This is an optimization exercise on Yosys and OpenROAD, whose aim is small area, not a production implementation. Where RTL was checked, it was by simulation tests only, not by an equivalence proof against the original. Power is estimated from default activity; no workload was simulated. The clock port is modelled as an ideal driver; clocking choices that lean on that would not hold on a real chip.

==> module aes_round_key_cache, before the edit <==
module aes_round_key_cache #(
    parameter int unsigned MAX_KEYS = 15,
    parameter int unsigned IDX_W    = 4
) (
    input  logic               CLK,
    input  logic               RST_N,
    input  logic               start,
    input  logic [1:0]         mode,
    input  logic [255:0]       key,
    output logic               exp_load,
    output logic               exp_revers,
    output logic [1:0]         exp_mode,
    output logic [255:0]       exp_key,
    input  logic [127:0]       exp_round_key,
    input  logic [4:0]         exp_round,
    output logic               busy,
    output logic               keys_valid,
    input  logic               rd_en,
    input  logic               rd_inverse,
    input  logic [IDX_W-1:0]   rd_idx,
    output logic [127:0]       rd_key,
    output logic               rd_valid,
    output logic               err
);
    logic               exp_load_q;
    logic               busy_q;
    logic               keys_valid_q;
    logic               rd_valid_q;
    logic               err_q;
    logic               desync_q;
    logic [1:0]         mode_q;
    logic [255:0]       key_q;
    logic [3:0]         cnt_q;       
    logic [MAX_KEYS-1:0] sel_q;      
    logic [127:0]       ring_q [MAX_KEYS];
    logic               fill;
    logic               can_start;
    logic               start_ok;
    logic               start_bad;
    logic               rd_ok;
    logic               rd_bad;
    logic               desync_hit;
    logic [3:0]         nr;
    logic [3:0]         cnt_d;
    logic [3:0]         lidx;
    logic [4:0]         pos;
    logic [3:0]         sel_d;
    function automatic logic [3:0] nr_of(input logic [1:0] m);
        case (m)
            2'd0:    nr_of = 4'd10;
            2'd1:    nr_of = 4'd12;
            default: nr_of = 4'd14;
        endcase
    endfunction
    always_comb begin
        nr         = nr_of(mode_q);
        fill       = busy_q && !exp_load_q;
        can_start  = !busy_q;
        start_ok   = start && can_start && (mode != 2'd3);
        start_bad  = start && can_start && (mode == 2'd3);
        rd_ok      = rd_en && keys_valid_q && (rd_idx <= nr);
        rd_bad     = rd_en && !rd_ok;
        desync_hit = fill && (exp_round != {1'b0, cnt_q});
        if (exp_load_q)          cnt_d = 4'd0;
        else if (cnt_q == 4'd14) cnt_d = 4'd0;
        else                     cnt_d = cnt_q + 4'd1;
        lidx       = rd_inverse ? (nr - rd_idx) : rd_idx;
        pos        = {1'b0, cnt_d} + 5'd14 - {1'b0, lidx};    
        sel_d      = (pos >= 5'd15) ? 4'(pos - 5'd15) : pos[3:0];
    end
    always_ff @(posedge CLK or negedge RST_N) begin
        if (!RST_N) begin
            exp_load_q   <= 1'b0;
            busy_q       <= 1'b0;
            keys_valid_q <= 1'b0;
            rd_valid_q   <= 1'b0;
            err_q        <= 1'b0;
        end else begin
            exp_load_q <= start_ok;
            rd_valid_q <= rd_ok;
            err_q      <= start_bad | rd_bad | (desync_hit & !desync_q);
            if (start_ok) begin
                busy_q       <= 1'b1;
                keys_valid_q <= 1'b0;
            end else if (fill && (cnt_q == nr)) begin
                busy_q       <= 1'b0;
                keys_valid_q <= 1'b1;
            end
        end
    end
    always_ff @(posedge CLK) begin
        key_q <= key;
        if (start_ok) begin
            mode_q <= mode;
        end
        if (start_ok) begin
            desync_q <= 1'b0;
        end else if (desync_hit) begin
            desync_q <= 1'b1;
        end
        cnt_q <= cnt_d;
        for (int i = 0; i < MAX_KEYS; i++) begin
            sel_q[i] <= rd_ok && (sel_d == 4'(i));
        end
    end
    always_ff @(posedge CLK) begin
        ring_q[0] <= fill ? exp_round_key : ring_q[MAX_KEYS-1];
        for (int i = 1; i < MAX_KEYS; i++) begin
            ring_q[i] <= ring_q[i-1];
        end
    end
    logic [127:0] grp_n [5];
    for (genvar g = 0; g < 5; g++) begin : g_grp
        rkc_aoi3 u_aoi (
            .a(ring_q[3*g]),   .sa(sel_q[3*g]),
            .b(ring_q[3*g+1]), .sb(sel_q[3*g+1]),
            .c(ring_q[3*g+2]), .sc(sel_q[3*g+2]),
            .y(grp_n[g])
        );
    end
    rkc_nand5 u_or (
        .a(grp_n[0]), .b(grp_n[1]), .c(grp_n[2]), .d(grp_n[3]), .e(grp_n[4]),
        .y(rd_key)
    );
    assign exp_load   = exp_load_q;
    assign exp_revers = 1'b0;
    assign exp_mode   = mode_q;
    assign exp_key    = key_q;
    assign busy       = busy_q;
    assign keys_valid = keys_valid_q;
    assign rd_valid   = rd_valid_q;
    assign err        = err_q;
endmodule
clock: 5.0 ns
lec_check: 0
cap_margin: 20
core_margin: 2
core_utilization: 65
slew_margin: 20
synth_hierarchical: 1
standard.sh (not shown) runs the stock make flow with config.mk's settings and CLKGATE_MAP_FILE= SYNTH_SCRIPT=/design/flow/synth_recipe.tcl, a recipe that flattens the netlist after the stock synthesis.
==> flow/flow/run.sh <==
#!/bin/bash
# Standard layout (the standard.sh, standard synthesis unchanged) with two changes:
#  - every input and output port gets a buf_1 buffer instead of the default port buffer cell;
#  - the clock tree uses clkbuf_16 with larger sink clusters and no dummy loads.
set -euo pipefail
CTS="-sink_clustering_enable -repair_clock_nets -buf_list sky130_fd_sc_hd__clkbuf_16 -sink_clustering_size 30 -sink_clustering_max_diameter 80 -dont_use_dummy_load"
bash standard.sh 'BUFFER_PORTS_ARGS=-buffer_cell sky130_fd_sc_hd__buf_1' "CTS_ARGS=$CTS" finish > flow_make.log 2>&1
Change:
--- a/flow/design.v
+++ b/flow/design.v
@@ -30,5 +30,4 @@
     logic               desync_q;
     logic [1:0]         mode_q;
-    logic [255:0]       key_q;
     logic [3:0]         cnt_q;       
     logic [MAX_KEYS-1:0] sel_q;      
@@ -46,4 +45,6 @@
     logic [4:0]         pos;
     logic [3:0]         sel_d;
+    logic               hit0;
+    logic               hit1;
     function automatic logic [3:0] nr_of(input logic [1:0] m);
         case (m)
@@ -66,6 +67,8 @@
         else                     cnt_d = cnt_q + 4'd1;
         lidx       = rd_inverse ? (nr - rd_idx) : rd_idx;
-        pos        = {1'b0, cnt_d} + 5'd14 - {1'b0, lidx};    
-        sel_d      = (pos >= 5'd15) ? 4'(pos - 5'd15) : pos[3:0];
+        pos        = {1'b0, cnt_q} - {1'b0, lidx};
+        sel_d      = pos[4] ? 4'(pos + 5'd15) : pos[3:0];
+        hit0       = start_ok && (sel_d == 4'd0);
+        hit1       = start_ok && (sel_d == 4'd1);
     end
     always_ff @(posedge CLK or negedge RST_N) begin
@@ -90,5 +93,4 @@
     end
     always_ff @(posedge CLK) begin
-        key_q <= key;
         if (start_ok) begin
             mode_q <= mode;
@@ -101,10 +103,32 @@
         cnt_q <= cnt_d;
         for (int i = 0; i < MAX_KEYS; i++) begin
-            sel_q[i] <= rd_ok && (sel_d == 4'(i));
+            sel_q[i] <= rd_ok && ((hit0 || hit1) ? (i == 2) : (sel_d == 4'(i)));
         end
     end
+    logic [127:0] ring_in0;
+    logic [127:0] ring_in1;
+    logic [127:0] ring_in2;
+    rkc_ao222 u_in0 (
+        .a(exp_round_key),        .sa(fill),
+        .b(key[127:0]),           .sb(start_ok),
+        .c(ring_q[MAX_KEYS-1]),   .sc(!fill && !start_ok),
+        .y(ring_in0)
+    );
+    rkc_ao22 u_in1 (
+        .a(key[255:128]),         .sa(start_ok),
+        .b(ring_q[0]),            .sb(!start_ok),
+        .y(ring_in1)
+    );
+    rkc_ao222 u_in2 (
+        .a(ring_q[MAX_KEYS-1]),   .sa(hit0),
+        .b(ring_q[0]),            .sb(hit1),
+        .c(ring_q[1]),            .sc(!hit0 && !hit1),
+        .y(ring_in2)
+    );
     always_ff @(posedge CLK) begin
-        ring_q[0] <= fill ? exp_round_key : ring_q[MAX_KEYS-1];
-        for (int i = 1; i < MAX_KEYS; i++) begin
+        ring_q[0] <= ring_in0;
+        ring_q[1] <= ring_in1;
+        ring_q[2] <= ring_in2;
+        for (int i = 3; i < MAX_KEYS; i++) begin
             ring_q[i] <= ring_q[i-1];
         end
@@ -126,5 +150,5 @@
     assign exp_revers = 1'b0;
     assign exp_mode   = mode_q;
-    assign exp_key    = key_q;
+    assign exp_key    = {ring_q[1], ring_q[0]};
     assign busy       = busy_q;
     assign keys_valid = keys_valid_q;
@@ -153,2 +177,22 @@
     assign y = ~(a & b & c & d & e);
 endmodule
+module rkc_ao22 (
+    input  logic [127:0] a,
+    input  logic         sa,
+    input  logic [127:0] b,
+    input  logic         sb,
+    output logic [127:0] y
+);
+    assign y = (a & {128{sa}}) | (b & {128{sb}});
+endmodule
+module rkc_ao222 (
+    input  logic [127:0] a,
+    input  logic         sa,
+    input  logic [127:0] b,
+    input  logic         sb,
+    input  logic [127:0] c,
+    input  logic         sc,
+    output logic [127:0] y
+);
+    assign y = (a & {128{sa}}) | (b & {128{sb}}) | (c & {128{sc}});
+endmodule
The new run ran to the end with no violations.
Global-route usage is higher by 6.2 points.
Routed wire length is higher by about a fifth.
Critical path depth is higher by 9.
First-iteration DRC count is higher by well over a third.
Design area is lower by a few percent.
Fmax is lower by a little under a tenth.
Total power is higher by roughly a tenth.
Area after synthesis is lower slightly.
Combinational power is higher by about a fifth.
Non-clock buffer count is higher by 21.
Worst setup slack gets worse by 340 ps.
Sequential share of layout area is lower by 6.3 points.
Only the layout flow was run in the first run of this note; the RTL was not checked for function there.

-- port drivers added, routing unchanged --
The flow's constraints put no driver on any port. The routed layouts listed below were extracted and timed again, unchanged, in two steps.
Step 1 assumes that a clkbuf_16 drives the clock port and a buf_2 every other input.
Step 2 also shifts input and output timing later by t, the mid clock arrival at the registers, as if the neighbouring blocks saw the same clock.
Slacks: ideal / step 1 / step 2; pairs: ideal / step 1.
run	t (ns)	setup slack, ns	worst hold slack (ns)	worst register clock-pin slew, ns
the first run	0.718	1.113 / 1.039 / 0.937	0.220 / 0.169 / 0.311	0.11 / 0.11
the second run	0.711	0.774 / 0.774 / 0.190	0.199 / 0.158 / 0.300	0.11 / 0.11
After both steps setup and hold are still met in every run listed. The setup slack of the second run, which loses most, moves by 0.000 ns with the drivers and by -0.584 ns with both steps.
